Context: an optimization exercise on an open-source flow, tuned for small area, a short achievable clock period and few clock cycles per item. The choices shown serve that exercise and are no tape-out recipe.
In this exercise RTL edits were held to simulation tests only and were not proved equivalent to the original.
Power is estimated from default activity; no workload was simulated.

==> config.mk <==
export PLATFORM = sky130hd
export DESIGN_NAME = priority_tune_note_sequencer_unit
export DESIGN_NICKNAME = priority_tune_note_sequencer_unit
export VERILOG_FILES = /design/flow/design.v
export SDC_FILE = /design/flow/constraint.sdc
export NUM_CORES = 4
export LEC_CHECK = 0
export CAP_MARGIN = 20
export CORE_MARGIN = 2
export CORE_UTILIZATION = 40
export CTS_CLUSTER_DIAMETER = 80
export CTS_CLUSTER_SIZE = 24
export SETUP_SLACK_MARGIN = 3.5
export SLEW_MARGIN = 20
==> constraint.sdc <==
create_clock -name core_clock -period 6.0 [get_ports {clk}]
set_input_delay 1.2000 -clock core_clock [delete_from_list [all_inputs] [get_ports {clk}]]
set_output_delay 1.2000 -clock core_clock [all_outputs]
set_load 0.01 [all_outputs]
==> design.v <==
`default_nettype none
package ptns_pkg;
    localparam int TUNE_DEPTH_DEFAULT = 64;
    localparam int WORD_W     = 32;
    localparam int HALF_W     = 16;
    localparam int BYTE_W     = 8;
    localparam int CMD_W      = 2;
    localparam int VOLUME_W   = 2;
    localparam int ELAPSED_W  = 18;
    localparam int CFG_IDX_W  = 1;
    localparam int CFG_DATA_W = 16;
    localparam int DIV_STEPS  = 16;
    localparam int DIV_CNT_W  = $clog2(DIV_STEPS + 1);
    localparam logic [HALF_W-1:0]    TONE_CLOCK    = 16'd50000;
    localparam logic [HALF_W-1:0]    STOP_COMPARE  = 16'd5001;
    localparam logic [HALF_W-1:0]    STOP_PERIOD   = 16'd5000;
    localparam logic [HALF_W-1:0]    FIXED_COMPARE = 16'd5000;
    localparam logic [HALF_W-1:0]    PERIOD_RESET  = 16'd999;
    localparam logic [HALF_W-1:0]    COMPARE_RESET = 16'd500;
    localparam logic [ELAPSED_W-1:0] ELAPSED_MAX   = 18'h3FFFF;
    localparam logic [VOLUME_W-1:0]  VOLUME_RESET  = 2'd3;
    localparam logic [HALF_W-1:0]    PAUSE_RESET   = 16'd1;
    localparam logic [VOLUME_W-1:0] VOL_FIXED   = 2'd0;
    localparam logic [VOLUME_W-1:0] VOL_EIGHTH  = 2'd1;
    localparam logic [VOLUME_W-1:0] VOL_QUARTER = 2'd2;
    localparam logic [VOLUME_W-1:0] VOL_HALF    = 2'd3;
    localparam logic [CFG_IDX_W-1:0] CFG_VOLUME = 1'd0;
    localparam logic [CFG_IDX_W-1:0] CFG_PAUSE  = 1'd1;
    typedef enum logic [CMD_W-1:0] {
        CMD_LOAD = 2'd0,
        CMD_PLAY = 2'd1,
        CMD_TICK = 2'd2
    } cmd_code_t;
    typedef struct packed {
        logic [CMD_W-1:0]  command;
        logic [BYTE_W-1:0] word_address;
        logic [WORD_W-1:0] note_word;
        logic [BYTE_W-1:0] tune_start;
        logic [BYTE_W-1:0] request_priority;
    } in_item_t;
    typedef struct packed {
        logic              timer_enable;
        logic [HALF_W-1:0] period;
        logic [HALF_W-1:0] compare;
        logic              counter_restart;
        logic              pin_forced_low;
        logic              note_active;
        logic [BYTE_W-1:0] current_priority;
        logic [BYTE_W-1:0] note_index;
    } out_item_t;
    typedef struct packed {
        logic latch_in;
        logic play_take;
        logic tick_count;
        logic stop;
        logic addr_fetch;
        logic addr_load;
        logic reduce_step;
        logic mem_write;
        logic mem_read;
        logic apply_note;
        logic div_start;
        logic div_step;
        logic div_finish;
        logic out_load;
    } ctl_cmd_t;
    typedef struct packed {
        cmd_code_t command;
        logic      prio_ok;
        logic      expire;
        logic      addr_over;
        logic      tone_normal;
        logic      div_done;
        logic      out_busy;
    } ctl_status_t;
endpackage
`default_nettype wire
`default_nettype none
module ptns_ram #(
    parameter int WIDTH = 32,
    parameter int DEPTH = 64
) (
    input  wire logic              clk,
    input  wire logic [DEPTH/8-1:0] wg,    
    input  wire logic [DEPTH-1:0]  sel,
    input  wire logic [WIDTH-1:0]  wdata,
    output logic      [WIDTH-1:0]  rdata
);
    logic [WIDTH-1:0] mem [DEPTH];
    always_ff @(posedge clk)
    begin
        for (int i = 0; i < DEPTH; i++)
        begin
            if (wg[i / 8] && sel[i])
            begin
                mem[i] <= wdata;
            end
        end
    end
    always_comb
    begin
        rdata = '0;
        for (int i = 0; i < DEPTH; i++)
        begin
            rdata = rdata | (mem[i] & {WIDTH{sel[i]}});
        end
    end
endmodule
`default_nettype wire
`default_nettype none
module ptns_div (
    input  wire logic        clk,
    input  wire logic        rst_n,
    input  wire logic        start,
    input  wire logic [15:0] tone,
    output logic             hit,      
    output logic             done,
    output logic [15:0]      quo
);
    localparam logic [15:0] N = 16'd50000;
    logic        have_q;
    logic [15:0] d1_q;
    logic [17:0] d3_q;
    logic [15:0] rem_q;
    logic [15:0] quo_q;
    logic [3:0]  cnt_q;
    logic [2:0]  skip;
    always_comb
    begin
        skip = 3'd0;
        for (int i = 1; i < 8; i++)
        begin
            if ((tone >> (2 * i)) != 16'd0) skip = 3'(i);
        end
    end
    logic [15:0] rem0;
    logic [15:0] quo0;
    always_comb
    begin
        case (skip)
            3'd0:    begin rem0 = 16'd0;            quo0 = N;        end
            3'd1:    begin rem0 = 16'(N >> 14);     quo0 = N << 2;   end
            3'd2:    begin rem0 = 16'(N >> 12);     quo0 = N << 4;   end
            3'd3:    begin rem0 = 16'(N >> 10);     quo0 = N << 6;   end
            3'd4:    begin rem0 = 16'(N >> 8);      quo0 = N << 8;   end
            3'd5:    begin rem0 = 16'(N >> 6);      quo0 = N << 10;  end
            3'd6:    begin rem0 = 16'(N >> 4);      quo0 = N << 12;  end
            default: begin rem0 = 16'(N >> 2);      quo0 = N << 14;  end
        endcase
    end
    logic [17:0] x;
    logic [18:0] s1, s2, s3;
    assign x  = {rem_q, quo_q[15:14]};
    assign s1 = {1'b0, x} - {3'b0, d1_q};
    assign s2 = {1'b0, x} - {2'b0, d1_q, 1'b0};
    assign s3 = {1'b0, x} - {1'b0, d3_q};
    logic [15:0] rem_n;
    logic [1:0]  dig;
    always_comb
    begin
        if (!s3[18])
        begin
            rem_n = s3[15:0];
            dig   = 2'd3;
        end
        else if (!s2[18])
        begin
            rem_n = s2[15:0];
            dig   = 2'd2;
        end
        else if (!s1[18])
        begin
            rem_n = s1[15:0];
            dig   = 2'd1;
        end
        else
        begin
            rem_n = x[15:0];
            dig   = 2'd0;
        end
    end
    always_ff @(posedge clk)
    begin
        rem_q <= start ? rem0 : rem_n;
    end
    always_ff @(posedge clk)
    begin
        if (start)
        begin
            d1_q  <= tone;
            d3_q  <= {2'b0, tone} + {1'b0, tone, 1'b0};
            quo_q <= quo0;
        end
        else if (cnt_q != '0)
        begin
            quo_q <= {quo_q[13:0], dig};
        end
    end
    always_ff @(posedge clk or negedge rst_n)
    begin
        if (!rst_n)
        begin
            have_q <= 1'b0;
            cnt_q  <= '0;
        end
        else if (start)
        begin
            have_q <= 1'b1;
            cnt_q  <= 4'd8 - {1'b0, skip};
        end
        else if (cnt_q != '0)
        begin
            cnt_q <= cnt_q - 1'b1;
        end
    end
    assign hit  = have_q && (tone == d1_q);
    assign done = (cnt_q == '0);
    assign quo  = quo_q;
endmodule
`default_nettype wire
`default_nettype none
module priority_tune_note_sequencer_unit #(
    parameter int TUNE_DEPTH = ptns_pkg::TUNE_DEPTH_DEFAULT
) (
    input  wire logic        clk,
    input  wire logic        rst_n,
    input  wire logic        req_valid,
    output logic             req_ready,
    input  wire logic [1:0]  req_command,
    input  wire logic [7:0]  req_word_address,
    input  wire logic [31:0] req_note_word,
    input  wire logic [7:0]  req_tune_start,
    input  wire logic [7:0]  req_request_priority,
    output logic             rsp_valid,
    input  wire logic        rsp_ready,
    output logic             rsp_timer_enable,
    output logic [15:0]      rsp_period,
    output logic [15:0]      rsp_compare,
    output logic             rsp_counter_restart,
    output logic             rsp_pin_forced_low,
    output logic             rsp_note_active,
    output logic [7:0]       rsp_current_priority,
    output logic [7:0]       rsp_note_index,
    input  wire logic        cfg_valid,
    output logic             cfg_ready,
    input  wire logic        cfg_index,
    input  wire logic [15:0] cfg_data
);
    localparam int DLY = 5;
    localparam logic [1:0] C_LOAD = 2'd0;
    localparam logic [1:0] C_PLAY = 2'd1;
    localparam logic [1:0] C_TICK = 2'd2;
    localparam logic [1:0] A_NONE   = 2'd0;    
    localparam logic [1:0] A_HALT   = 2'd1;    
    localparam logic [1:0] A_PAUSE  = 2'd2;    
    localparam logic [1:0] A_NORMAL = 2'd3;    
    localparam int RW = 20;
    logic [1:0]  volume_q;
    logic [15:0] pause_q;
    always_ff @(posedge clk or negedge rst_n)
    begin
        if (!rst_n)
        begin
            volume_q <= 2'd3;
            pause_q  <= 16'd1;
        end
        else if (cfg_valid)
        begin
            if (cfg_index) pause_q  <= cfg_data;
            else           volume_q <= cfg_data[1:0];
        end
    end
    assign cfg_ready = 1'b1;
    logic fs;        
    logic bs;        
    logic        sk_v;
    logic [1:0]  sk_cmd;
    logic [5:0]  sk_a;
    logic [31:0] sk_d;
    logic        r1_v;
    logic [1:0]  r1_cmd;
    logic [5:0]  r1_a;       
    logic [63:0] r1_sel;     
    logic [7:0]  r1_wg;      
    logic [31:0] r1_d;
    logic        acc;
    logic [5:0]  in_a;
    logic [31:0] in_d;
    logic [1:0]  nx_cmd;
    logic [5:0]  nx_a;
    logic [5:0]  naddr_q;    
    assign req_ready = !sk_v;
    assign acc       = req_valid && !sk_v;
    assign in_a      = (req_command == C_PLAY) ? req_tune_start[5:0] : req_word_address[5:0];
    assign in_d      = (req_command == C_LOAD) ? req_note_word : {24'd0, req_request_priority};
    assign nx_cmd    = sk_v ? sk_cmd : req_command;
    assign nx_a      = (nx_cmd == C_TICK) ? naddr_q : (sk_v ? sk_a : in_a);
    always_ff @(posedge clk or negedge rst_n)
    begin
        if (!rst_n)
        begin
            sk_v <= 1'b0;
            r1_v <= 1'b0;
        end
        else if (!fs)
        begin
            sk_v <= 1'b0;
            r1_v <= sk_v || acc;
        end
        else if (acc)
        begin
            sk_v <= 1'b1;
        end
    end
    always_ff @(posedge clk)
    begin
        if (!sk_v)
        begin
            sk_cmd <= req_command;
            sk_a   <= in_a;
            sk_d   <= in_d;
        end
        if (!fs)
        begin
            r1_cmd <= nx_cmd;
            r1_a   <= nx_a;
            r1_sel <= 64'd1 << nx_a;
            r1_wg  <= ((sk_v || acc) && (nx_cmd == C_LOAD)) ? (8'd1 << nx_a[5:3]) : 8'd0;
            r1_d   <= sk_v ? sk_d : in_d;
        end
    end
    logic [31:0] rd_data;
    ptns_ram #(
        .WIDTH (32),
        .DEPTH (TUNE_DEPTH)
    ) u_tune_ram (
        .clk   (clk),
        .wg    (r1_wg),
        .sel   (r1_sel),
        .wdata (r1_d),
        .rdata (rd_data)
    );
    logic        r2_v;
    logic [1:0]  r2_cmd;
    logic [5:0]  r2_ts;
    logic [7:0]  r2_prio;
    logic [31:0] r2_w;
    always_ff @(posedge clk or negedge rst_n)
    begin
        if (!rst_n)
        begin
            r2_v <= 1'b0;
        end
        else if (!fs)
        begin
            r2_v <= r1_v;
        end
    end
    always_ff @(posedge clk)
    begin
        if (!fs)
        begin
            r2_cmd  <= r1_cmd;
            r2_ts   <= r1_a;
            r2_prio <= r1_d[7:0];
            r2_w    <= rd_data;
        end
    end
    logic [7:0]  prio_q;
    logic [7:0]  index_q;
    logic        active_q;   
    logic [16:0] left_q;     
    logic        end_q;      
    logic [15:0] tone;
    logic [15:0] wlen;
    logic        is_play;
    logic        is_tick;
    logic        note;
    logic        tone_zero;
    logic        tone_pause;
    logic        normal;
    logic        fire;
    logic        need_div;   
    logic        div_hit;
    logic        hz;
    assign tone       = r2_w[31:16];
    assign wlen       = r2_w[15:0];
    assign is_play    = (r2_cmd == C_PLAY);
    assign is_tick    = (r2_cmd == C_TICK);
    assign note       = (is_play && (r2_prio >= prio_q)) || (is_tick && end_q);
    assign tone_zero  = (tone == '0);
    assign tone_pause = (tone == pause_q);
    assign normal     = note && !tone_zero && !tone_pause;
    assign hz         = r2_v && normal && !div_hit && need_div;
    assign fs         = bs || hz;
    assign fire       = r2_v && !fs;
    logic [RW-1:0] rec;
    logic [1:0]    rec_action;
    logic          rec_active;
    logic [7:0]    rec_prio;
    logic [7:0]    rec_index;
    always_comb
    begin
        rec_action = A_NONE;
        rec_active = active_q;
        rec_prio   = prio_q;
        rec_index  = index_q;
        if (note)
        begin
            rec_index  = is_play ? 8'd1 : index_q + 8'd1;
            rec_prio   = (wlen == '0) ? 8'd0 : (is_play ? r2_prio : prio_q);
            rec_active = !tone_zero && (wlen != '0);
            if (tone_zero || (is_tick && tone_pause))
            begin
                rec_action = A_HALT;
            end
            else if (tone_pause)
            begin
                rec_action = A_PAUSE;
            end
            else
            begin
                rec_action = A_NORMAL;
            end
        end
    end
    assign rec = {rec_action, is_tick, rec_active, rec_prio, rec_index};
    always_ff @(posedge clk or negedge rst_n)
    begin
        if (!rst_n)
        begin
            prio_q   <= '0;
            index_q  <= '0;
            active_q <= 1'b0;
            end_q    <= 1'b0;
        end
        else if (fire)
        begin
            prio_q   <= rec_prio;
            index_q  <= rec_index;
            active_q <= rec_active;
            if (note)
            begin
                end_q <= 1'b0;
            end
            else if (is_tick && active_q)
            begin
                end_q <= (left_q == 17'd1);
            end
        end
    end
    always_ff @(posedge clk or negedge rst_n)
    begin
        if (!rst_n)
        begin
            naddr_q <= '0;
        end
        else if (fire && note)
        begin
            naddr_q <= (is_play ? r2_ts : naddr_q) + 6'd1;
        end
    end
    always_ff @(posedge clk)
    begin
        if (fire)
        begin
            if (note)
            begin
                left_q  <= {wlen, 1'b0};
            end
            else if (is_tick)
            begin
                left_q  <= left_q - 17'd1;
            end
        end
    end
    logic        div_done;
    logic [15:0] div_q;
    logic        div_start;
    logic        qh_v;       
    logic [15:0] qh_q;
    logic        o_take_normal;
    logic [DLY-1:0] d_v;
    logic [DLY-1:0] d_normal;
    logic        nrec_any;   
    logic        nrec_two;   
    always_comb
    begin
        nrec_any = 1'b0;
        nrec_two = 1'b0;
        for (int i = 0; i < DLY; i++)
        begin
            nrec_two = nrec_two || (nrec_any && d_normal[i]);
            nrec_any = nrec_any || d_normal[i];
        end
    end
    assign need_div  = nrec_two || (nrec_any && !qh_v);
    assign div_start = r2_v && !div_hit && !need_div
                    && (normal || (is_tick && !note && !tone_zero && !tone_pause));
    ptns_div u_div (
        .clk   (clk),
        .rst_n (rst_n),
        .start (div_start),
        .tone  (tone),
        .hit   (div_hit),
        .done  (div_done),
        .quo   (div_q)
    );
    always_ff @(posedge clk or negedge rst_n)
    begin
        if (!rst_n)
        begin
            qh_v <= 1'b0;
        end
        else if (o_take_normal)
        begin
            qh_v <= 1'b0;
        end
        else if (!qh_v && nrec_any && div_done)
        begin
            qh_v <= 1'b1;
        end
    end
    always_ff @(posedge clk)
    begin
        if (!qh_v)
        begin
            qh_q <= div_q;
        end
    end
    logic [DLY*RW-1:0] d_rec;
    always_ff @(posedge clk or negedge rst_n)
    begin
        if (!rst_n)
        begin
            d_v      <= '0;
            d_normal <= '0;
        end
        else if (!bs)
        begin
            d_v      <= {d_v[DLY-2:0], fire};
            d_normal <= {d_normal[DLY-2:0], fire && normal};
        end
    end
    always_ff @(posedge clk)
    begin
        if (!bs)
        begin
            d_rec <= {d_rec[(DLY-1)*RW-1:0], rec};
        end
    end
    logic [RW-1:0] head;
    logic [1:0]    head_action;
    logic          head_v;
    logic          o_v;
    logic          o_running;
    logic          o_restart;
    logic          o_stop;
    logic          o_active;
    logic [7:0]    o_prio;
    logic [7:0]    o_index;
    logic [15:0]   o_period;
    logic [15:0]   o_compare;
    logic          o_load;
    assign head          = d_rec[DLY*RW-1 -: RW];
    assign head_action   = head[19:18];
    assign head_v        = d_v[DLY-1];
    assign bs            = (o_v && !rsp_ready) || (d_normal[DLY-1] && !qh_v);
    assign o_load        = !bs && head_v;
    assign o_take_normal = !bs && d_normal[DLY-1];
    always_ff @(posedge clk or negedge rst_n)
    begin
        if (!rst_n)
        begin
            o_v       <= 1'b0;
            o_running <= 1'b0;
            o_period  <= 16'd999;
            o_compare <= 16'd500;
        end
        else
        begin
            o_v <= bs ? (o_v && !rsp_ready) : head_v;
            if (o_load)
            begin
                case (head_action)
                    A_HALT:
                    begin
                        o_running <= 1'b0;
                        o_period  <= 16'd5000;
                        o_compare <= 16'd5001;
                    end
                    A_PAUSE:
                    begin
                        o_running <= 1'b0;
                        o_compare <= 16'd5001;
                    end
                    A_NORMAL:
                    begin
                        o_running <= 1'b1;
                        o_period  <= qh_q;
                        case (volume_q)
                            2'd0:    o_compare <= 16'd5000;
                            2'd1:    o_compare <= qh_q >> 3;
                            2'd2:    o_compare <= qh_q >> 2;
                            default: o_compare <= qh_q >> 1;
                        endcase
                    end
                    default: ;
                endcase
            end
        end
    end
    always_ff @(posedge clk)
    begin
        if (o_load)
        begin
            o_restart <= (head_action == A_HALT) || (head_action == A_NORMAL);
            o_stop    <= (head_action == A_HALT) || ((head_action == A_NORMAL) && head[17]);
            o_active  <= head[16];
            o_prio    <= head[15:8];
            o_index   <= head[7:0];
        end
    end
    assign rsp_valid            = o_v;
    assign rsp_timer_enable     = o_running;
    assign rsp_period           = o_period;
    assign rsp_compare          = o_compare;
    assign rsp_counter_restart  = o_restart;
    assign rsp_pin_forced_low   = o_stop;
    assign rsp_note_active      = o_active;
    assign rsp_current_priority = o_prio;
    assign rsp_note_index       = o_index;
endmodule
`default_nettype wire
==> run.sh <==
#!/bin/bash
# synth_recipe.tcl (not shown) runs the flow's synth.tcl, then flattens the netlist and writes it again
# the make line also repeats each setting of config.mk as NAME=value (left out here)
make -C /OpenROAD-flow-scripts/flow DESIGN_CONFIG=/design/flow/config.mk WORK_HOME=/design/flow/orfs CLKGATE_MAP_FILE= SYNTH_SCRIPT=/design/flow/synth_recipe.tcl finish
==> metrics.csv, run 1 <==
stage;metric;value;unit
timing;Final Skew;0.0643;ns
timing;Sum Neg Setup Slack;0;ns
cts;worst-skew pair later-pin latency;0.88;ns
cts;CTS Buf Count;130;
timing;Worst slew margin;0.235;
synthesis;post-synth top area share;0.755;
grt;total grt overflow;0;
cts;TritonCTS clock tree;built;
status;run status;timing/DRC/antenna clean;
setup_path;crit start category;flip-flop;
setup_path;delay-heaviest family, CP;compound AO/OA/AOI/OAI gates;
placement;post-place setup slack;1.96;ns
grt;total track usage;0.302;
grt;first-pass GRT wire length;498000;um
timing;Worst-Margin Slew;1.15;ns
setup_path;critical path depth;10;
job;Max Cap Violations;0;
synthesis;most frequent cells after synthesis;2409 x edfxtp_1, 524 x a22o_1, 513 x a221oi_1;
grt;initial antenna violation count;39;
grt;largest net degree at the start of global routing;66;
setup_path;CP max stage delay;0.50;ns
pwr;Leakage;38.5;nW
layout;Area Overhead vs Synth;19.9;%
layout;final cell count without fillers;9296;
placement;Detail Placement HPWL;195000;um
setup_path;Worst Setup SP;u_div.d3_q[0]$_DFFE_PP_;
setup_path;Crit. End Element;flip-flop;
cts;CTS max path bufs;3;
timing;Final Critical Period;2.98;ns
setup_path;FF-to-FF End;u_div.rem_q[2]$_DFF_P_;
pwr;worst vdd ir;0.358;mV
placement;Port Buffers;128;
die;DIE HEIGHT;493;um
setup_path;worst r2r src;u_div.d3_q[0]$_DFFE_PP_;
layout;layout cells sized above 1;0.233;
die;I/O pin cnt;135;
synthesis;Avg Cell Area, Syn;17.7;um^2
setup_path;CP required;6.74;ns
synthesis;post-synth top area cell;edfxtp_1;
synthesis;Post-synth EDFFs;2409;
routing;DRC;0;
setup_path;R2R depth;10;
setup_path;critical path class;flip-flop to flip-flop;
setup_path;setup slack, reg-to-reg;3.02;ns
routing;final WL;389000;um
setup_path;Slowest cell on crit path;edfxtp_1;
cts;hold_buf cts;0;
setup_path;Worst EP arrival;3.73;ns
synthesis;Primary FF master, synth;edfxtp_1;
pwr;Design Power;51.6;mW
routing;DR pass1 iterations;6;
cts;Root Driver;clkbuf_16;
placement;dpl cells;8646;
setup_path;CP Buf/Inv Count;0;
placement;Routability Congestion;0.875;
setup_path;crit-path cells;ha_4, fa_2, and2b_2, o2111ai_4, a21oi_2, o21a_4, o21ai_4, o31a_1, a221o_1, a22oi_1;
timing;Final Hold Fails;0;
die;Die ar.;243000;um^2
synthesis;Synth Register Bits;2559;
min_path;hold crit path type;input pin to asynchronous set/reset pin;
cts;clk slew on worst S/H paths;0.09;ns
grt;vias in the first global route;56800;
timing;Max Slew Vio Count;0;
cts;H-Tree Depth;4;
synthesis;Syn Nets;5592;
synthesis;Syn Inst Count;5414;
die;total core area;238000;um^2
synthesis;Cell variety after synth;85;
setup_path;crit path max fanout;5;
routing;WL/cell;41.9;um
timing;fin worst setup slack;3.02;ns
routing;Iter 0 DRT Violations;14100;
pwr;Power Density;450;nW/um^2
timing;final worst-path cycle share;0.497;
die;Die Width;493;um
timing;RSZ-0062 raised after global routing;true;
setup_path;crit path to;u_div.rem_q[2]$_DFF_P_;
die;num rows;179;
routing;vias per cell;6.85;
routing;post-route ant nets;0;
synthesis;Async SR Flop Fraction;0.0367;
timing;fmax;335;MHz
synthesis;top-count cell post-synth;edfxtp_1;
layout;Final Net Count;6226;
synthesis;synthesized area;95800;um^2
synthesis;Synth area leaders;edfxtp_1 76%, a22o_1 4.8%, a221oi_1 4.7%;
die;Initial Util;0.402;
timing;Final setup viols;0;
cts;Sinks on Clock Net;2559;
synthesis;Synthesis Warnings;4;
synthesis;sequential area share after synthesis;0.792;
routing;detailed-route via count;63700;
-- worst reg2reg max path, stage by stage, from the launching register on --
cell	delay, ns
edfxtp_1	0.50
ha_4	0.24
fa_2	0.36
and2b_2	0.27
o2111ai_4	0.12
a21oi_2	0.22
o21a_4	0.23
o21ai_4	0.11
o31a_1	0.33
a221o_1	0.33
a22oi_1	0.19
-- routing by layer --
layer | GRT usage | part of all wire | up-vias
met5 | 0.00626 | 0.00087 | -
met4 | 0.170 | 0.072 | 30
met3 | 0.105 | 0.17 | 1484
met2 | 0.443 | 0.43 | 6367
met1 | 0.391 | 0.34 | 32100
li1 | - | - | 23600
-- repair_timing --
action / in CTS / in global routing
buffers inserted: 240 / 117
hold endpoints to repair: 0 / 0
gates resized for setup: 846 / 299
setup endpoints to repair: 1837 / 503
pin swaps: 115 / 114
cloned: 63 / 17
-- registers in the layout (all words and copies together) (netlist names), 15 cells and up --
| register | flops |
|---|---|
| u_div.quo_q | 16 |
| o_compare | 15 |
| d_rec | 100 |
| u_div.d3_q | 18 |
| u_div.rem_q | 16 |
| u_div.d1_q | 15 |
| left_q | 17 |
| qh_q | 16 |
| r1_d | 32 |
| u_tune_ram.mem | 2048 |
| sk_d | 32 |
| r2_w | 32 |
| pause_q | 16 |
| r1_sel | 64 |
| o_period | 16 |
-- power breakdown --
part / internal [mW] / switching (mW) / total (mW)
logic: 5.79 / 11.3 / 17.0
registers: 23.4 / 1.12 / 24.5
clock network: 4.32 / 5.77 / 10.1
total: 33.5 / 18.1 / 51.6
-- layout by cell type (no fill, tap or decap), types with 19 or more instances in the layout --
cell type / n
a21oi_1: 60
a21oi_2: 29
a221oi_1: 385
a221oi_2: 124
a22o_1: 521
and2_2: 23
and2_4: 47
buf_12: 106
buf_16: 54
buf_2: 32
buf_4: 334
buf_6: 119
buf_8: 27
clkbuf_1: 25
clkbuf_16: 151
clkdlybuf4s50_1: 72
dfrtp_1: 76
dfxtp_1: 56
diode_2: 32
edfxtp_1: 2409
ha_1: 77
inv_1: 83
mux2_2: 30
mux2i_1: 32
nand2_1: 160
nand2_4: 29
nand3_1: 22
nand4_1: 142
nor2_1: 144
nor2b_1: 20
nor3_1: 30
o21a_1: 19
o21ai_0: 85
or4_4: 32
xnor2_1: 59
xor2_1: 22
-- kinds of logic (layout without fill, tap and decap cells) --
| family | count (synthesis) | after routing | share of synthesized area |
|---|---|---|---|
| AOI/OAI and AO/OA | 1407 | 1417 | 0.120 |
| xor gates and xnor gates | 86 | 86 | 0.00787 |
| adders and majority gates | 98 | 98 | 0.0131 |
| buffers and inverters | 380 | 1050 | 0.0153 |
| DFF | 2559 | 2559 | 0.792 |
| muxes | 82 | 82 | 0.00919 |
| other | 2 | 34 | 0.0000784 |
| and+or+nand+nor | 800 | 803 | 0.0428 |
-- layout make-up --
type                            count  area [um^2]
Antenna cell                       32         80.1
Clock buffer                      159         3450
Clock inverter                     22          335
Fill cell                       19400       123000
Inverter                           97          375
Multi-Input combinational cell   2488        21300
Sequential cell                  2559        75800
Tap cell                         3167         3960
Timing Repair Buffer              771         9450
Timing Repair inverter              1         5.00
-- worst min-delay path by stage --
| stage | end | slack, ns | cells past startpoint |
|---|---|---|---|
| after floorplan | d_rec[20]$_DFFE_PN_ | 0.40 | 0 |
| after global placement | d_rec[52]$_DFFE_PN_ | 0.40 | 0 |
| after detailed placement | d_rec[47]$_DFFE_PN_ | 0.40 | 0 |
| after CTS | sk_v$_DFFE_PN0P_ | 0.36 | 1 |
| after global routing | r1_v$_DFFE_PN0N_ | 0.38 | 1 |
| final | r1_v$_DFFE_PN0N_ | 0.35 | 1 |
-- per-stage QoR --
stage / hold slack [ns] / utilization / instance area, um^2
2_1_floorplan: 0.400 / - / 96300
3_3_place_gp: 0.402 / 0.429 / 102000
3_5_place_dp: 0.405 / 0.429 / 102000
4_1_cts: 0.361 / 0.470 / 112000
5_1_grt: 0.385 / 0.482 / 115000
6_report: 0.347 / 0.482 / 115000
Testbench counts, summed over its fixed seeds: cycles 6,396, items 6,112.
==> run 2: changes to the inputs <==
--- a/config.mk
+++ b/config.mk
@@ -5,10 +5,11 @@
 export SDC_FILE = /design/flow/constraint.sdc
 export NUM_CORES = 4
 export LEC_CHECK = 0
+export ABC_AREA = 1
 export CAP_MARGIN = 20
 export CORE_MARGIN = 2
 export CORE_UTILIZATION = 40
 export CTS_CLUSTER_DIAMETER = 80
 export CTS_CLUSTER_SIZE = 24
-export SETUP_SLACK_MARGIN = 3.5
+export SETUP_SLACK_MARGIN = 3.3
 export SLEW_MARGIN = 20
==> metrics.csv, run 2 <==
stage;metric;value;unit
status;run status;timing/DRC/antenna clean;
grt;vias in the first global route;60200;
job;Max Cap Violations;0;
cts;Sinks on Clock Net;2559;
synthesis;Syn Nets;7614;
placement;Detail Placement HPWL;210000;um
layout;commonest non-fill, non-tap cells in the layout;2484 x nand2_1, 2409 x edfxtp_1, 532 x nand4_1, 313 x buf_4, 234 x inv_1;
min_path;hold crit path type;flip-flop to flip-flop;
timing;Final setup viols;0;
setup_path;crit path max fanout;19;
routing;detailed-route via count;68000;
setup_path;worst r2r src;r1_sel[31]$_SDFFCE_PP0N_;
synthesis;Cell variety after synth;57;
synthesis;synthesized area;98600;um^2
routing;DR pass1 iterations;7;
placement;Routability Congestion;0.892;
synthesis;post-synth top area cell;edfxtp_1;
die;I/O pin cnt;135;
pwr;worst vdd ir;0.334;mV
setup_path;critical path class;flip-flop to flip-flop;
grt;total grt overflow;0;
die;DIE HEIGHT;501;um
pwr;Leakage;39.2;nW
synthesis;sequential area share after synthesis;0.769;
synthesis;Synth area leaders;edfxtp_1 73%, nand2_1 9.5%, nand4_1 3.4%;
timing;Worst slew margin;0.165;
setup_path;Worst EP arrival;3.36;ns
placement;placed cell areas;105000;um^2
pwr;Power Density;482;nW/um^2
layout;Biggest register;u_tune_ram.mem;
grt;total track usage;0.294;
routing;WL/cell;34.5;um
setup_path;Crit. End Element;flip-flop;
die;Initial Util;0.402;
synthesis;Synth Register Bits;2559;
routing;vias per cell;6.14;
timing;Final Critical Period;2.89;ns
timing;final worst-path cycle share;0.482;
die;Die Width;501;um
cts;H-Tree Depth;4;
synthesis;Async SR Flop Fraction;0.0367;
timing;Sum Neg Setup Slack;0;ns
cts;Root Driver;clkbuf_16;
cts;clk slew on worst S/H paths;0.10;ns
die;num rows;182;
setup_path;crit start category;flip-flop;
layout;Final Net Count;7991;
layout;max FFs per register;2048;
layout;largest registers;u_tune_ram.mem x2048, d_rec x100, r1_sel x64;
timing;RSZ-0062 raised after global routing;true;
die;Die ar.;251000;um^2
synthesis;Avg Cell Area, Syn;13.3;um^2
setup_path;CP required;6.46;ns
routing;post-route ant nets;0;
layout;layout cells sized above 1;0.113;
synthesis;most frequent cells after synthesis;2508 x nand2_1, 2409 x edfxtp_1, 532 x nand4_1;
routing;final WL;382000;um
grt;largest net degree at the start of global routing;86;
synthesis;top-count cell post-synth;nand2_1;
grt;first-pass GRT wire length;503000;um
die;total core area;245000;um^2
routing;Iter 0 DRT Violations;14300;
cts;hold_buf cts;0;
synthesis;post-synth top area share;0.733;
setup_path;Worst Setup SP;r1_sel[31]$_SDFFCE_PP0N_;
timing;Worst-Margin Slew;1.25;ns
min_path;HP Start;d_rec[8]$_DFFE_PN_;
cts;worst-skew pair later-pin latency;0.83;ns
synthesis;Syn Inst Count;7436;
timing;Max Slew Vio Count;0;
routing;DRC;0;
cts;TritonCTS clock tree;built;
timing;Final Skew;0.0492;ns
synthesis;Post-synth EDFFs;2409;
cts;CTS Buf Count;130;
placement;Port Buffers;128;
pwr;Design Power;53.8;mW
synthesis;Synthesis Warnings;4;
layout;commonest non-fill, non-tap cell in the layout;nand2_1;
timing;fmax;345;MHz
timing;Final Hold Fails;0;
layout;final instance area;112000;um^2
grt;initial antenna violation count;23;
synthesis;Primary FF master, synth;edfxtp_1;
layout;number of fill cells;21700;
layout;Area Overhead vs Synth;13.2;%
cts;CTS max path bufs;3;
-- run 2: what timing repair did --
| action | 4_1_cts | 5_1_grt |
|---|---|---|
| gates resized for setup | 313 | 241 |
| pin swaps | 24 | 29 |
| gates cloned | 8 | 9 |
| buffers inserted | 94 | 89 |
| setup endpoints to repair | 659 | 426 |
-- run 2: worst max-delay path, cell delays in order (launching register included) --
cell      delay [ns]
edfxtp_1        0.64
buf_4           0.54
nand2_1         0.13
inv_2           0.65
buf_6           0.49
-- run 2: routing by layer --
metal / vias to the layer above / global-route usage / wire [um]
met1: 33900 / 0.402 / 137000
met2: 5726 / 0.439 / 164000
met4: 14 / 0.120 / 20400
li1: 27300 / - / -
met5: - / 0 / 134
met3: 1059 / 0.0868 / 60500
-- run 2: final cells by class --
class | count | area, um^2 | area share
Clock buffer | 153 | 3460 | 0.0309
Tap cell | 3220 | 4030 | 0.0361
Inverter | 329 | 1350 | 0.0121
Timing Repair Buffer | 557 | 5690 | 0.0510
Antenna cell | 9 | 22.5 | 0.000202
Timing Repair inverter | 3 | 22.5 | 0.000202
Sequential cell | 2559 | 75800 | 0.679
Clock inverter | 24 | 285 | 0.00255
Multi-Input combinational cell | 4233 | 21000 | 0.188
-- run 2: path summary, 6_finish.rpt --
check / endpoint / slack, ns / cells past startpoint
max in group asynchronous: o_period[12]$_DFFE_PN0P_ / 4.43 / 2
min in group asynchronous: naddr_q[4]$_DFFE_PN0P_ / 0.44 / 1
setup / recovery: u_tune_ram.mem[31][19]$_DFFE_PP_ / 3.11 / 4
hold / removal: d_rec[28]$_DFFE_PN_ / 0.42 / 0
setup reg to reg: u_tune_ram.mem[31][19]$_DFFE_PP_ / 3.11 / 4
hold reg to reg: d_rec[28]$_DFFE_PN_ / 0.42 / 0
-- run 2: power breakdown --
part | internal [mW] | switching, mW | total [mW]
combinational | 4.52 | 13.8 | 18.3
clock | 4.26 | 5.68 | 9.94
sequential | 24.6 | 1.03 | 25.6
total | 33.4 | 20.5 | 53.8
-- run 2: cells by family (layout without fill, tap and decap cells) --
family,after synthesis,count (layout),synth area share
AO/OA/AOI/OAI,444,444,0.0282
flip-flops,2559,2559,0.769
adder cells (fa/ha/maj),98,98,0.0127
multiplexers,1,1,0.000101
AND/OR/NAND/NOR,3628,3632,0.159
XOR/XNOR,56,56,0.00497
other,2,11,0.0000761
buffers and inverters,648,1066,0.0258
-- run 2: through the flow --
stage | cells | setup slack (ns) | hold WS, ns | util
final | 11100 | 3.11 | 0.422 | 0.455
after global routing | 11100 | 3.24 | 0.420 | 0.455
after floorplan | 7436 | 3.30 | 0.400 | -
after detailed placement | 10700 | 1.71 | 0.405 | 0.426
after CTS | 11000 | 3.23 | 0.421 | 0.448
after global placement | 10700 | 1.55 | 0.400 | 0.426
==> run 3: changes to the inputs <==
--- a/config.mk
+++ b/config.mk
@@ -11,5 +11,5 @@
 export CORE_UTILIZATION = 40
 export CTS_CLUSTER_DIAMETER = 80
 export CTS_CLUSTER_SIZE = 24
-export SETUP_SLACK_MARGIN = 3.3
+export SETUP_SLACK_MARGIN = 3.7
 export SLEW_MARGIN = 20
==> metrics.csv, run 3 <==
stage;metric;value;unit
pwr;sw frac;0.391;
setup_path;crit path max fanout;34;
routing;Iter 0 DRT Violations;14300;
synthesis;Syn Inst Count;7436;
synthesis;Cell variety after synth;57;
grt;largest net degree at the start of global routing;66;
die;total core area;245000;um^2
synthesis;Compound-Gate Fraction of Synth Area;0.0282;
synthesis;simple-gate share of the synthesized area;0.159;
synthesis;Synth Area in XOR/XNOR;0.00497;
routing;detailed-route via count;70900;
pwr;Reg power frac;0.430;
die;num rows;182;
pwr;Power Density;497;nW/um^2
synthesis;top-count cell post-synth;nand2_1;
setup_path;Worst EP arrival;3.19;ns
layout;largest registers;u_tune_ram.mem x2048, d_rec x100, r1_sel x64;
synthesis;Synth area leaders;edfxtp_1 73%, nand2_1 9.5%, nand4_1 3.4%;
min_path;hold crit path type;flip-flop to flip-flop;
synthesis;largest family of logic cells by synthesized area;simple AND/OR/NAND/NOR gates;
timing;fmax;347;MHz
grt;total track usage;0.309;
timing;Final Hold Fails;0;
routing;DR pass1 iterations;10;
job;Max Cap Violations;0;
synthesis;most frequent cells after synthesis;2508 x nand2_1, 2409 x edfxtp_1, 532 x nand4_1;
synthesis;mux share of post-synthesis cell area;0.000101;
pwr;Design Power;59.8;mW
cts;CTS max path bufs;3;
synthesis;Post-synth EDFFs;2409;
synthesis;Async SR Flop Fraction;0.0367;
synthesis;post-synth top area cell;edfxtp_1;
pwr;Clock Power Share;0.172;
status;run status;timing/DRC/antenna clean;
grt;vias in the first global route;62100;
min_path;WHS Path Cells;0;
layout;final instance area;120000;um^2
layout;Biggest register;u_tune_ram.mem;
placement;Routability Congestion;0.890;
timing;Final Critical Period;2.88;ns
layout;commonest non-fill, non-tap cell in the layout;edfxtp_1;
synthesis;Primary FF master, synth;edfxtp_1;
synthesis;Synth Area in Adders;0.0127;
cts;clk slew on worst S/H paths;0.11;ns
timing;RSZ-0062 raised after global routing;true;
setup_path;critical path class;flip-flop to flip-flop;
grt;GRT busiest layer;met2;
setup_path;R2R depth;6;
cts;worst-skew pair later-pin latency;0.89;ns
grt;initial antenna violation count;23;
setup_path;CP required;6.32;ns
setup_path;crit start category;flip-flop;
cts;Root Driver;clkbuf_16;
routing;final WL;409000;um
layout;Final Net Count;8337;
pwr;worst vdd ir;0.378;mV
layout;Area Overhead vs Synth;22.0;%
synthesis;Synthesis Warnings;4;
placement;Port Buffers;128;
timing;Worst slew margin;0.220;
synthesis;synthesized area;98600;um^2
pwr;P_int;36.4;mW
routing;vias per cell;6.20;
placement;Detail Placement HPWL;210000;um
grt;total grt overflow;0;
cts;TritonCTS clock tree;built;
synthesis;post-synth top area share;0.733;
synthesis;Avg Cell Area, Syn;13.3;um^2
timing;Final setup viols;0;
grt;routing usage on met2;0.460;
synthesis;Syn Nets;7614;
die;I/O pin cnt;135;
die;Die ar.;251000;um^2
timing;Worst-Margin Slew;1.17;ns
layout;max FFs per register;2048;
routing;post-route ant nets;0;
timing;Max Slew Vio Count;0;
grt;met1 usage;0.403;
routing;WL/cell;35.7;um
layout;layout cells sized above 1;0.212;
cts;Sinks on Clock Net;2559;
synthesis;sequential area share after synthesis;0.769;
placement;placed cell areas;105000;um^2
pwr;sw power;23.4;mW
layout;commonest non-fill, non-tap cells in the layout;2409 x edfxtp_1, 2361 x nand2_1, 532 x nand4_1, 377 x buf_4, 186 x inv_1;
grt;met3 Usage GRT;0.101;
routing;DRC;0;
timing;final worst-path cycle share;0.480;
timing;Final Skew;0.0812;ns
cts;CTS Buf Count;133;
die;DIE HEIGHT;501;um
die;Die Width;501;um
grt;first-pass GRT wire length;526000;um
cts;H-Tree Depth;4;
die;Initial Util;0.402;
setup_path;Crit. End Element;flip-flop;
pwr;Logic pwr share;0.398;
setup_path;setup slack, reg-to-reg;3.12;ns
pwr;Leakage;42.6;nW
timing;Sum Neg Setup Slack;0;ns
synthesis;Synth Register Bits;2559;
run 3: cell types whose count changed in the layout (fill, tap and decap cells not counted), moves of 40 or more:
cell	delta
buf_6	+122
inv_1	-48
nand2_4	+45
ha_1	-40
nor2_1	-48
nor3_1	-75
buf_4	+64
nor4_1	-47
nor3_2	+53
nand2_1	-123
buf_12	+47
nand2_2	+65
run 3: area by class of cell:
cell class / instances / area, um^2
sequential: 2559 / 75900
tap: 3220 / 4030
clock inverter: 32 / 370
multi-input combinational: 4251 / 24300
clock buffer: 154 / 3580
fill: 20500 / 125000
timing repair inverter: 14 / 229
antenna: 15 / 37.5
timing repair buffer: 871 / 10300
inverter: 329 / 1620
run 3: cells by family (layout without fill, tap and decap cells):
group / after synthesis / after routing
AND/OR/NAND/NOR: 3628 / 3649
flip-flops: 2559 / 2559
buffers and inverters: 648 / 1400
AO/OA/AOI/OAI: 444 / 445
adder cells (fa/ha/maj): 98 / 98
XOR/XNOR: 56 / 56
other: 2 / 17
multiplexers: 1 / 1
run 3: stage by stage:
step	cells	hold WS (ns)	utilization	worst slack, ns
detailed placement	10700	0.405	0.427	1.38
global placement	10700	0.401	0.427	1.40
global route	11400	0.421	0.490	3.20
CTS	11200	0.415	0.469	3.22
floorplan	7436	0.400	-	3.47
finish	11400	0.419	0.490	3.12
run 3: metal layers:
| metal | vias to the layer above | share of wire |
|---|---|---|
| li1 | 28100 | - |
| met1 | 35100 | 0.34 |
| met2 | 6311 | 0.43 |
| met3 | 1486 | 0.16 |
| met4 | 24 | 0.070 |
| met5 | - | 0.0021 |
run 3: what timing repair did:
item / in CTS / in global routing
gates resized for setup: 943 / 691
endpoints found under the setup margin: 1816 / 583
hold buffers: 0 / 0
cloned: 42 / 54
setup buffers: 287 / 166
pin swaps: 155 / 248
run 3: path summary, 6_finish.rpt:
path                                          start                       to
max                        r1_sel[27]$_SDFFCE_PP0N_       r2_w[10]$_DFFE_PN_
min in group asynchronous                     rst_n         sk_v$_DFFE_PN0P_
min reg2reg                      d_rec[3]$_DFFE_PN_      d_rec[23]$_DFFE_PN_
min                              d_rec[3]$_DFFE_PN_      d_rec[23]$_DFFE_PN_
max in group asynchronous                     rst_n  volume_q[1]$_DFFE_PN1P_
max reg2reg                r1_sel[27]$_SDFFCE_PP0N_       r2_w[10]$_DFFE_PN_
run 3: power groups by stage:
stage	Clock, mW	Sequential (mW)	Combinational, mW
floorplan	0	26.5	7.20
global placement	0	26.1	15.3
detailed placement	0	26.2	15.5
CTS	10.2	25.6	19.4
global route	10.8	25.9	24.0
finish	10.3	25.7	23.8
run 3: critical path, cell delays in order (launching register included):
cell and delay [ns]:
edfxtp_1 0.44, buf_12 0.25, nand2_1 0.13, nand4_1 0.10, nor3_2 0.24, nor3b_2 0.27, nand4_1 0.77
==> run 4: changes to the inputs <==
--- a/config.mk
+++ b/config.mk
@@ -11,5 +11,5 @@
 export CORE_UTILIZATION = 40
 export CTS_CLUSTER_DIAMETER = 80
 export CTS_CLUSTER_SIZE = 24
-export SETUP_SLACK_MARGIN = 3.7
+export SETUP_SLACK_MARGIN = 3.5
 export SLEW_MARGIN = 20
==> metrics.csv, run 4 <==
stage;metric;value;unit
layout;largest registers;u_tune_ram.mem x2048, d_rec x100, r1_sel x64;
die;Die ar.;251000;um^2
layout;Final Net Count;8205;
setup_path;worst r2r src;r1_sel[49]$_SDFFCE_PN0N_;
synthesis;post-synth top area cell;edfxtp_1;
pwr;sw power;21.8;mW
routing;DRC;0;
die;Initial Util;0.402;
cts;worst-skew pair later-pin latency;0.86;ns
cts;hold_buf cts;0;
cts;Sinks on Clock Net;2559;
synthesis;Primary FF master, synth;edfxtp_1;
timing;RSZ-0062 raised after global routing;true;
synthesis;Syn Inst Count;7436;
cts;H-Tree Depth;4;
placement;dpl cells;10700;
layout;max FFs per register;2048;
synthesis;most frequent cells after synthesis;2508 x nand2_1, 2409 x edfxtp_1, 532 x nand4_1;
min_path;HP Start;d_rec[95]$_DFFE_PN_;
timing;Final setup viols;0;
placement;Routability Congestion;0.903;
timing;Final Skew;0.0603;ns
cts;CTS Buf Count;134;
synthesis;Synth Register Bits;2559;
grt;first-pass GRT wire length;513000;um
setup_path;critical path class;flip-flop to flip-flop;
timing;Sum Neg Setup Slack;0;ns
timing;Final Critical Period;2.76;ns
synthesis;Post-synth EDFFs;2409;
synthesis;Syn Nets;7614;
timing;final worst-path cycle share;0.459;
min_path;hold crit path type;flip-flop to flip-flop;
routing;post-route ant nets;0;
synthesis;synthesized area;98600;um^2
synthesis;Avg Cell Area, Syn;13.3;um^2
setup_path;crit path max fanout;33;
timing;fin worst setup slack;3.24;ns
pwr;sw frac;0.385;
routing;detailed-route via count;69000;
pwr;Leakage;40.9;nW
setup_path;Worst Setup SP;r1_sel[49]$_SDFFCE_PN0N_;
cts;clk slew on worst S/H paths;0.09;ns
pwr;worst vdd ir;0.343;mV
grt;total grt overflow;0;
die;DIE HEIGHT;501;um
synthesis;Synthesis Warnings;4;
placement;Port Buffers;128;
setup_path;crit start category;flip-flop;
synthesis;top-count cell post-synth;nand2_1;
setup_path;Worst EP arrival;3.06;ns
grt;vias in the first global route;61900;
synthesis;sequential area share after synthesis;0.769;
die;total core area;245000;um^2
timing;Worst-Margin Slew;1.14;ns
timing;Max Slew Vio Count;0;
layout;commonest non-fill, non-tap cell in the layout;nand2_1;
timing;Final Hold Fails;0;
layout;Biggest register;u_tune_ram.mem;
job;Max Cap Violations;0;
grt;largest net degree at the start of global routing;66;
layout;layout cells sized above 1;0.160;
layout;post-layout util;0.473;
layout;final instance area;116000;um^2
placement;post-place setup slack;1.48;ns
grt;total track usage;0.300;
routing;Iter 0 DRT Violations;13900;
min_path;WHS Path Cells;0;
die;I/O pin cnt;135;
setup_path;R2R depth;6;
setup_path;CP required;6.30;ns
cts;CTS max path bufs;3;
pwr;P_int;34.9;mW
pwr;Design Power;56.7;mW
die;Die Width;501;um
routing;WL/cell;35.0;um
pwr;Clock Power Share;0.180;
synthesis;Cell variety after synth;57;
pwr;Logic pwr share;0.368;
layout;commonest non-fill, non-tap cells in the layout;2444 x nand2_1, 2409 x edfxtp_1, 532 x nand4_1, 378 x buf_4, 202 x inv_1;
routing;final WL;396000;um
die;num rows;182;
placement;Detail Placement HPWL;215000;um
setup_path;FF-to-FF End;r2_w[31]$_DFFE_PN_;
placement;placed cell areas;105000;um^2
layout;Area Overhead vs Synth;17.6;%
min_path;hold endpoint;o_prio[7]$_DFFE_PP_;
grt;initial antenna violation count;27;
cts;TritonCTS clock tree;built;
synthesis;Synth area leaders;edfxtp_1 73%, nand2_1 9.5%, nand4_1 3.4%;
synthesis;Async SR Flop Fraction;0.0367;
setup_path;Crit. End Element;flip-flop;
routing;vias per cell;6.10;
synthesis;post-synth top area share;0.733;
routing;DR pass1 iterations;8;
cts;Root Driver;clkbuf_16;
status;run status;timing/DRC/antenna clean;
setup_path;setup slack, reg-to-reg;3.24;ns
timing;fmax;363;MHz
timing;Final Hold Slack;0.393;ns
pwr;Power Density;489;nW/um^2
timing;Worst slew margin;0.241;
pwr;Reg power frac;0.452;
layout;final cell count without fillers;11300;
-- run 4: metal layers --
layer,global-route usage,part of all wire,vias up
met1,0.390,0.34,34100
met5,0,0.00040,-
met3,0.0896,0.16,1261
met2,0.452,0.43,5787
li1,-,-,27800
met4,0.156,0.071,14
-- run 4: timing repair --
| action | CTS | global route |
|---|---|---|
| pin swaps | 66 | 137 |
| setup endpoints to repair | 1283 | 553 |
| resized for setup | 619 | 391 |
| cloned | 27 | 34 |
| setup buffers | 198 | 153 |
-- run 4: cell type report --
class / instances / area [um^2]
clock inverter: 38 / 422
clock buffer: 149 / 3470
multi-input combinational: 4236 / 22300
fill: 21300 / 129000
tap: 3220 / 4030
timing repair inverter: 7 / 56.3
timing repair buffer: 760 / 8490
sequential: 2559 / 75800
inverter: 329 / 1400
antenna: 9 / 22.5
-- run 4: cells by family (layout without fill, tap and decap cells) --
group / after synthesis / in the layout / share of synthesized area
mux: 1 / 1 / 0.000101
other cells: 2 / 11 / 0.0000761
fa+ha+maj: 98 / 98 / 0.0127
simple gates: 3628 / 3634 / 0.159
xor+xnor: 56 / 56 / 0.00497
flops: 2559 / 2559 / 0.769
compound gates: 444 / 445 / 0.0282
buf+inv: 648 / 1283 / 0.0258
-- run 4: worst max path at each step --
stage / slack [ns] / to / depth (start not counted)
after floorplan: 3.47 / r1_sel[0]$_SDFFCE_PP0N_ / 10
after global placement: 1.50 / r1_wg[6]$_SDFFCE_PN0N_ / 11
after detailed placement: 1.48 / r1_wg[6]$_SDFFCE_PN0N_ / 11
after CTS: 3.26 / rsp_compare[7] / 1
after global routing: 3.27 / rsp_compare[8] / 1
final: 3.24 / r2_w[31]$_DFFE_PN_ / 6
-- run 4: critical path, stage by stage (launching register included) --
cell      delay, ns
edfxtp_1       0.43
buf_12         0.20
nand2_1        0.16
nand4_1        0.09
nor3_1         0.17
nor3b_2        0.28
nand4_1        0.73
-- run 4: power by group through the flow --
stage          clock (mW)  sequential (mW)  combinational, mW
2_1_floorplan           0             26.5               7.12
3_3_place_gp            0             26.2               15.1
3_5_place_dp            0             26.2               15.3
4_1_cts              10.1             25.6               17.9
5_1_grt              10.7             25.9               21.2
6_report             10.2             25.7               20.9
==> run 5: changes to the inputs <==
--- a/config.mk
+++ b/config.mk
@@ -8,7 +8,7 @@
 export ABC_AREA = 1
 export CAP_MARGIN = 20
 export CORE_MARGIN = 2
-export CORE_UTILIZATION = 40
+export CORE_UTILIZATION = 55
 export CTS_CLUSTER_DIAMETER = 80
 export CTS_CLUSTER_SIZE = 24
 export SETUP_SLACK_MARGIN = 3.5
==> metrics.csv, run 5 <==
stage;metric;value;unit
status;run status;timing/DRC/antenna clean;
min_path;hold crit path type;input pin to asynchronous set/reset pin;
die;DIE HEIGHT;428;um
routing;Highest Signal Layer;met5;
timing;Final Critical Period;2.80;ns
pwr;Leakage;40.5;nW
setup_path;critical path class;flip-flop to flip-flop;
routing;M1 WL;131000;um
pwr;Power Density;495;nW/um^2
synthesis;Post-synth EDFFs;2409;
routing;final WL;388000;um
cts;Root Driver;clkbuf_16;
timing;Final setup viols;0;
routing;WL met2;172000;um
die;total core area;178000;um^2
routing;WL/cell;37.4;um
layout;commonest non-fill, non-tap cell in the layout;nand2_1;
grt;vias in the first global route;60600;
die;Die Width;428;um
synthesis;Cell variety after synth;57;
timing;Max Slew Vio Count;0;
routing;detailed-route via count;68500;
timing;Sum Neg Setup Slack;0;ns
setup_path;crit start category;flip-flop;
synthesis;top-count cell post-synth;nand2_1;
routing;Iter 0 DRT Violations;13100;
grt;total grt overflow;0;
layout;layout cells sized above 1;0.152;
pwr;Design Power;56.6;mW
layout;max FFs per register;2048;
timing;final worst-path cycle share;0.466;
routing;DR pass1 iterations;8;
synthesis;sequential area share after synthesis;0.769;
layout;number of fill cells;13200;
layout;Area Overhead vs Synth;15.8;%
die;I/O pin cnt;135;
setup_path;CP required;6.28;ns
setup_path;crit path max fanout;13;
synthesis;Synthesis Warnings;4;
cts;CTS max path bufs;3;
cts;Sinks on Clock Net;2559;
timing;Worst slew margin;0.192;
cts;H-Tree Depth;4;
die;Die ar.;183000;um^2
placement;Routability Congestion;0.907;
die;num rows;155;
setup_path;Worst Setup SP;r1_sel[10]$_SDFFCE_PP0N_;
placement;Port Buffers;128;
grt;total track usage;0.412;
synthesis;Synth Register Bits;2559;
pwr;worst vdd ir;0.383;mV
job;Max Cap Violations;0;
routing;met3 WL;56600;um
synthesis;post-synth top area share;0.733;
cts;CTS Buf Count;134;
timing;fin worst setup slack;3.20;ns
placement;post-place setup slack;1.68;ns
synthesis;Synth area leaders;edfxtp_1 73%, nand2_1 9.5%, nand4_1 3.4%;
synthesis;Syn Nets;7614;
layout;final cell count without fillers;10400;
setup_path;worst r2r src;r1_sel[10]$_SDFFCE_PP0N_;
layout;Final Net Count;8123;
placement;dpl cells;9829;
setup_path;Crit. End Element;flip-flop;
die;Initial Util;0.553;
cts;worst-skew pair later-pin latency;0.83;ns
timing;RSZ-0062 raised after global routing;true;
timing;Worst-Margin Slew;1.21;ns
routing;vias per cell;6.60;
layout;post-layout util;0.640;
timing;Final Hold Fails;0;
routing;DRC;0;
layout;largest registers;u_tune_ram.mem x2048, d_rec x100, r1_sel x64;
grt;first-pass GRT wire length;505000;um
synthesis;Syn Inst Count;7436;
synthesis;post-synth top area cell;edfxtp_1;
layout;Biggest register;u_tune_ram.mem;
cts;hold_buf cts;0;
synthesis;Async SR Flop Fraction;0.0367;
layout;commonest non-fill, non-tap cells in the layout;2461 x nand2_1, 2409 x edfxtp_1, 532 x nand4_1, 322 x buf_4, 206 x inv_1;
synthesis;synthesized area;98600;um^2
grt;largest net degree at the start of global routing;66;
synthesis;Avg Cell Area, Syn;13.3;um^2
routing;post-route ant nets;0;
cts;TritonCTS clock tree;built;
grt;initial antenna violation count;22;
timing;Final Skew;0.0524;ns
synthesis;most frequent cells after synthesis;2508 x nand2_1, 2409 x edfxtp_1, 532 x nand4_1;
setup_path;Worst EP arrival;3.08;ns
placement;Detail Placement HPWL;210000;um
synthesis;Primary FF master, synth;edfxtp_1;
timing;fmax;357;MHz
cts;clk slew on worst S/H paths;0.09;ns
run 5: final timing paths:
path / end / slack, ns / cells after the start
min reg2reg: d_rec[78]$_DFFE_PN_ / 0.42 / 0
min: prio_q[5]$_DFFE_PN0P_ / 0.35 / 1
max in group asynchronous: pause_q[14]$_DFFE_PN0P_ / 4.32 / 2
max: r2_w[28]$_DFFE_PN_ / 3.20 / 6
min in group core_clock: d_rec[78]$_DFFE_PN_ / 0.42 / 0
max reg2reg: r2_w[28]$_DFFE_PN_ / 3.20 / 6
run 5: cell families (layout without fill, tap and decap cells):
group / count (synthesis) / after routing / synth area share
AND/OR/NAND/NOR: 3628 / 3635 / 0.159
flip-flops: 2559 / 2559 / 0.769
buffers and inverters: 648 / 1203 / 0.0258
AO/OA/AOI/OAI: 444 / 445 / 0.0282
adder cells (fa/ha/maj): 98 / 98 / 0.0127
XOR/XNOR: 56 / 56 / 0.00497
other: 2 / 20 / 0.0000761
multiplexers: 1 / 1 / 0.000101
run 5: where the power goes:
part | switching, mW | internal, mW | total, mW | leakage, nW
clock network | 5.75 | 4.52 | 10.3 | 1.94
registers | 1.10 | 24.6 | 25.7 | 24.0
logic | 14.7 | 5.89 | 20.6 | 14.6
total | 21.6 | 35.0 | 56.6 | 40.5
run 5: final cells by class:
| class | instances | area (um^2) | share of cell area |
|---|---|---|---|
| Sequential cell | 2559 | 75800 | 0.664 |
| Multi-Input combinational cell | 4237 | 22300 | 0.195 |
| Timing Repair Buffer | 677 | 7610 | 0.0666 |
| Clock buffer | 164 | 3610 | 0.0316 |
| Tap cell | 2355 | 2950 | 0.0258 |
| Inverter | 329 | 1450 | 0.0127 |
| Clock inverter | 26 | 359 | 0.00314 |
| Timing Repair inverter | 7 | 56.3 | 0.000493 |
| Antenna cell | 18 | 45.0 | 0.000394 |
run 5: per-stage QoR:
| stage | hold slack [ns] | instance area, um^2 |
|---|---|---|
| after detailed placement | 0.405 | 104000 |
| after floorplan | 0.400 | 98900 |
| after CTS | 0.333 | 111000 |
| final | 0.352 | 114000 |
| after global placement | 0.401 | 104000 |
| after global routing | 0.370 | 114000 |
run 5: critical path, cell delays in order (launching register included):
cell	delay (ns)
edfxtp_1	0.41
buf_6	0.22
buf_16	0.23
nand2_1	0.10
nand4_1	0.17
nor4_4	0.30
nand4_1	0.74
run 5: routing by layer:
layer | GRT usage | vias to the layer above
met5 | 0.00885 | -
met4 | 0.219 | 18
met3 | 0.113 | 1295
met2 | 0.626 | 5562
met1 | 0.544 | 34000
li1 | - | 27600
run 5: repair_timing:
action                                  in CTS  in global routing
cloned                                      27                 33
setup buffers                              172                103
endpoints found under the setup margin    1436                482
gates resized for setup                    612                376
pin swaps                                   63                121
==> run 6: changes to the inputs <==
--- a/design.v
+++ b/design.v
@@ -292,9 +292,10 @@
     assign req_ready = !sk_v;
     assign acc       = req_valid && !sk_v;
     assign in_a      = (req_command == C_PLAY) ? req_tune_start[5:0] : req_word_address[5:0];
-    assign in_d      = (req_command == C_LOAD) ? req_note_word : {24'd0, req_request_priority};
+    assign in_d      = {req_note_word[31:8],
+                        (req_command == C_LOAD) ? req_note_word[7:0] : req_request_priority};
     assign nx_cmd    = sk_v ? sk_cmd : req_command;
-    assign nx_a      = (nx_cmd == C_TICK) ? naddr_q : (sk_v ? sk_a : in_a);
+    assign nx_a      = nx_cmd[1] ? naddr_q : (sk_v ? sk_a : in_a);
     always_ff @(posedge clk or negedge rst_n)
     begin
         if (!rst_n)
@@ -496,7 +497,7 @@
     end
     assign need_div  = nrec_two || (nrec_any && !qh_v);
     assign div_start = r2_v && !div_hit && !need_div
-                    && (normal || (is_tick && !note && !tone_zero && !tone_pause));
+                    && (normal || (r2_cmd[1] && !note && !tone_zero && !tone_pause));
     ptns_div u_div (
         .clk   (clk),
         .rst_n (rst_n),
--- a/config.mk
+++ b/config.mk
@@ -8,7 +8,7 @@
 export ABC_AREA = 1
 export CAP_MARGIN = 20
 export CORE_MARGIN = 2
-export CORE_UTILIZATION = 55
+export CORE_UTILIZATION = 40
 export CTS_CLUSTER_DIAMETER = 80
 export CTS_CLUSTER_SIZE = 24
 export SETUP_SLACK_MARGIN = 3.5
==> metrics.csv, run 6 <==
stage;metric;value;unit
grt;initial antenna violation count;31;
routing;post-route ant nets;0;
timing;Worst-Margin Slew;1.16;ns
setup_path;Slowest cell on crit path;nand4_1;
die;DIE HEIGHT;500;um
routing;Iter 0 DRT Violations;14200;
setup_path;setup slack, reg-to-reg;3.09;ns
placement;Port Buffers;128;
setup_path;FF-to-FF End;r2_w[19]$_DFFE_PN_;
placement;dpl cells;10600;
setup_path;CP Buf/Inv Count;3;
setup_path;CP required;6.30;ns
synthesis;most frequent cells after synthesis;2458 x nand2_1, 2409 x edfxtp_1, 512 x nand4_1;
setup_path;worst r2r src;r1_sel[60]$_SDFFCE_PN0N_;
layout;Biggest register;u_tune_ram.mem;
layout;Final Net Count;8044;
timing;Final Hold Fails;0;
layout;max FFs per register;2048;
layout;final cell count without fillers;11200;
synthesis;Synth Register Bits;2559;
die;I/O pin cnt;135;
timing;Final setup viols;0;
synthesis;post-synth top area cell;edfxtp_1;
cts;hold_buf cts;0;
setup_path;Worst EP arrival;3.21;ns
timing;Sum Neg Setup Slack;0;ns
setup_path;crit path max fanout;8;
layout;commonest non-fill, non-tap cells in the layout;2409 x edfxtp_1, 2408 x nand2_1, 512 x nand4_1, 342 x buf_4, 210 x inv_1;
cts;Sinks on Clock Net;2559;
grt;first-pass GRT wire length;504000;um
min_path;hold crit path type;input pin to asynchronous set/reset pin;
synthesis;Cell variety after synth;62;
synthesis;sequential area share after synthesis;0.770;
die;Die Width;500;um
grt;largest net degree at the start of global routing;78;
synthesis;Synthesis Warnings;4;
cts;clk slew on worst S/H paths;0.10;ns
timing;RSZ-0062 raised after global routing;true;
layout;layout cells sized above 1;0.146;
pwr;worst vdd ir;0.339;mV
timing;Final Skew;0.0568;ns
placement;Routability Congestion;0.891;
cts;TritonCTS clock tree;built;
placement;Detail Placement HPWL;207000;um
timing;Max Slew Vio Count;0;
status;run status;timing/DRC/antenna clean;
synthesis;Post-synth EDFFs;2409;
cts;CTS max path bufs;3;
cts;worst-skew pair later-pin latency;0.86;ns
synthesis;Async SR Flop Fraction;0.0367;
layout;post-layout util;0.466;
timing;fin worst setup slack;3.09;ns
placement;post-place setup slack;1.53;ns
cts;H-Tree Depth;4;
placement;placed cell areas;104000;um^2
cts;Root Driver;clkbuf_16;
routing;DR pass1 iterations;9;
die;num rows;182;
routing;final WL;387000;um
layout;largest registers;u_tune_ram.mem x2048, d_rec x100, r1_sel x64;
timing;Final Critical Period;2.91;ns
pwr;Power Density;500;nW/um^2
die;total core area;245000;um^2
synthesis;Synth area leaders;edfxtp_1 73%, nand2_1 9.4%, nand4_1 3.3%;
die;Die ar.;250000;um^2
synthesis;Avg Cell Area, Syn;13.4;um^2
setup_path;CP max stage delay;0.75;ns
setup_path;delay-heaviest family, CP;simple AND/OR/NAND/NOR gates;
synthesis;Syn Nets;7541;
synthesis;top-count cell post-synth;nand2_1;
setup_path;R2R depth;6;
synthesis;post-synth top area share;0.735;
routing;detailed-route via count;68000;
timing;Worst slew margin;0.230;
die;Initial Util;0.401;
setup_path;crit start category;flip-flop;
routing;WL/cell;34.7;um
setup_path;critical path class;flip-flop to flip-flop;
grt;total track usage;0.295;
layout;commonest non-fill, non-tap cell in the layout;edfxtp_1;
timing;fmax;343;MHz
synthesis;Syn Inst Count;7363;
setup_path;crit-path cells;buf_6, buf_16, buf_12, a22o_4, nor4b_4, nand4_1;
pwr;Leakage;40.0;nW
layout;final instance area;114000;um^2
routing;DRC;0;
cts;CTS Buf Count;134;
routing;vias per cell;6.09;
synthesis;Primary FF master, synth;edfxtp_1;
job;Max Cap Violations;0;
synthesis;synthesized area;98400;um^2
grt;vias in the first global route;60300;
setup_path;Crit. End Element;flip-flop;
timing;final worst-path cycle share;0.485;
grt;total grt overflow;0;
layout;Area Overhead vs Synth;16.1;%
run 6: changes by cell type in the layout (fill, tap and decap cells not counted), sizes merged, moves of 5 or more:
cell / delta
nand2: -57
a22o: +27
inv: +6
nor3b: -5
o21ai: +20
nor2: -5
nand3b: +6
a32o: -23
diode: -7
a21oi: -24
nand4: -19
mux2: +6
run 6: worst max-delay path by stage:
stage | end | startpoint | cells past startpoint | slack [ns]
2_1_floorplan | r1_a[0]$_DFFE_PN_ | rsp_ready | 6 | 1.71
3_3_place_gp | r1_d[13]$_DFFE_PN_ | rsp_ready | 8 | 1.58
3_5_place_dp | r1_d[14]$_DFFE_PN_ | rsp_ready | 8 | 1.53
4_1_cts | rsp_compare[6] | o_compare[6]$_DFFE_PN1P_ | 1 | 3.25
5_1_grt | r2_w[14]$_DFFE_PN_ | r1_sel[60]$_SDFFCE_PN0N_ | 7 | 3.21
6_report | r2_w[19]$_DFFE_PN_ | r1_sel[60]$_SDFFCE_PN0N_ | 6 | 3.09
run 6: metal layers:
| layer | GRT usage | wire length, um | up-vias |
|---|---|---|---|
| met4 | 0.151 | 26100 | 36 |
| met2 | 0.438 | 165000 | 5799 |
| met1 | 0.389 | 133000 | 33600 |
| met3 | 0.0924 | 62500 | 1224 |
| met5 | 0 | 240 | - |
| li1 | - | - | 27300 |
run 6: power by group:
| part | internal (mW) | switching, mW | total, mW |
|---|---|---|---|
| Combinational | 5.40 | 14.8 | 20.2 |
| Clock | 4.39 | 5.90 | 10.3 |
| Sequential | 25.5 | 1.21 | 26.7 |
| Total | 35.3 | 21.9 | 57.1 |
run 6: cells by family after synthesis:
family,share of synthesized area
DFF,0.770
xor gates and xnor gates,0.00516
buffers and inverters,0.0256
AOI/OAI and AO/OA,0.0287
adders and majority gates,0.0128
other,0.0000763
and+or+nand+nor,0.157
muxes,0.000686
run 6: stage by stage:
stage | power, mW | hold slack (ns)
4_1_cts | 54.6 | 0.399
6_report | 57.1 | 0.403
2_1_floorplan | 34.6 | 0.400
3_5_place_dp | 42.9 | 0.405
5_1_grt | 58.2 | 0.415
3_3_place_gp | 42.5 | 0.401
run 6: final cells by class:
| type | instances | area (um^2) |
|---|---|---|
| Timing Repair inverter | 6 | 52.6 |
| Timing Repair Buffer | 673 | 7380 |
| Multi-Input combinational cell | 4167 | 21600 |
| Clock inverter | 33 | 398 |
| Tap cell | 3220 | 4030 |
| Fill cell | 21200 | 131000 |
| Clock buffer | 162 | 3570 |
| Inverter | 325 | 1390 |
| Sequential cell | 2559 | 75800 |
| Antenna cell | 11 | 27.5 |
run 6: repair_timing:
action                     in CTS  in global routing
setup endpoints to repair    1301                466
setup buffers                 179                106
cloned                         18                 27
pin swaps                      77                105
resized for setup             611                282
Testbench counts of run 6, summed over its fixed seeds: cycles 6,393, items 6,112.

-- afterwards: timing with drivers on the ports --
The results above use ideal ports. As a check the final layouts listed here were re-extracted and re-timed, cells and wires unchanged. Step 1 assumes that a clkbuf_16 drives the clock port and a buf_2 every other input. Step 2 times the ports against the registers' clock, not the clock port: input delays grow and output delays shrink by t, the midpoint of the rising clock arrivals with the driver on. Three values: no drivers, after step 1, after step 2; two values: the first two.
run	t (ns)	setup slack, ns	worst register clock-pin slew, ns	cell pins on the clock port's net
run 1	0.931	3.015 / 3.015 / 2.432	0.11 / 0.11	1
run 2	0.903	3.105 / 3.105 / 2.626	0.10 / 0.10	1
run 3	0.944	3.120 / 3.120 / 2.696	0.11 / 0.11	1
run 4	0.926	3.244 / 3.204 / 2.745	0.10 / 0.10	1
run 5	0.897	3.202 / 3.179 / 2.639	0.10 / 0.10	1
run 6	0.926	3.087 / 3.087 / 2.668	0.10 / 0.10	1
After both steps every run listed still meets setup and hold. For run 1, which loses most, drivers alone change the setup slack by 0.000 ns; drivers and shift together by -0.583 ns.
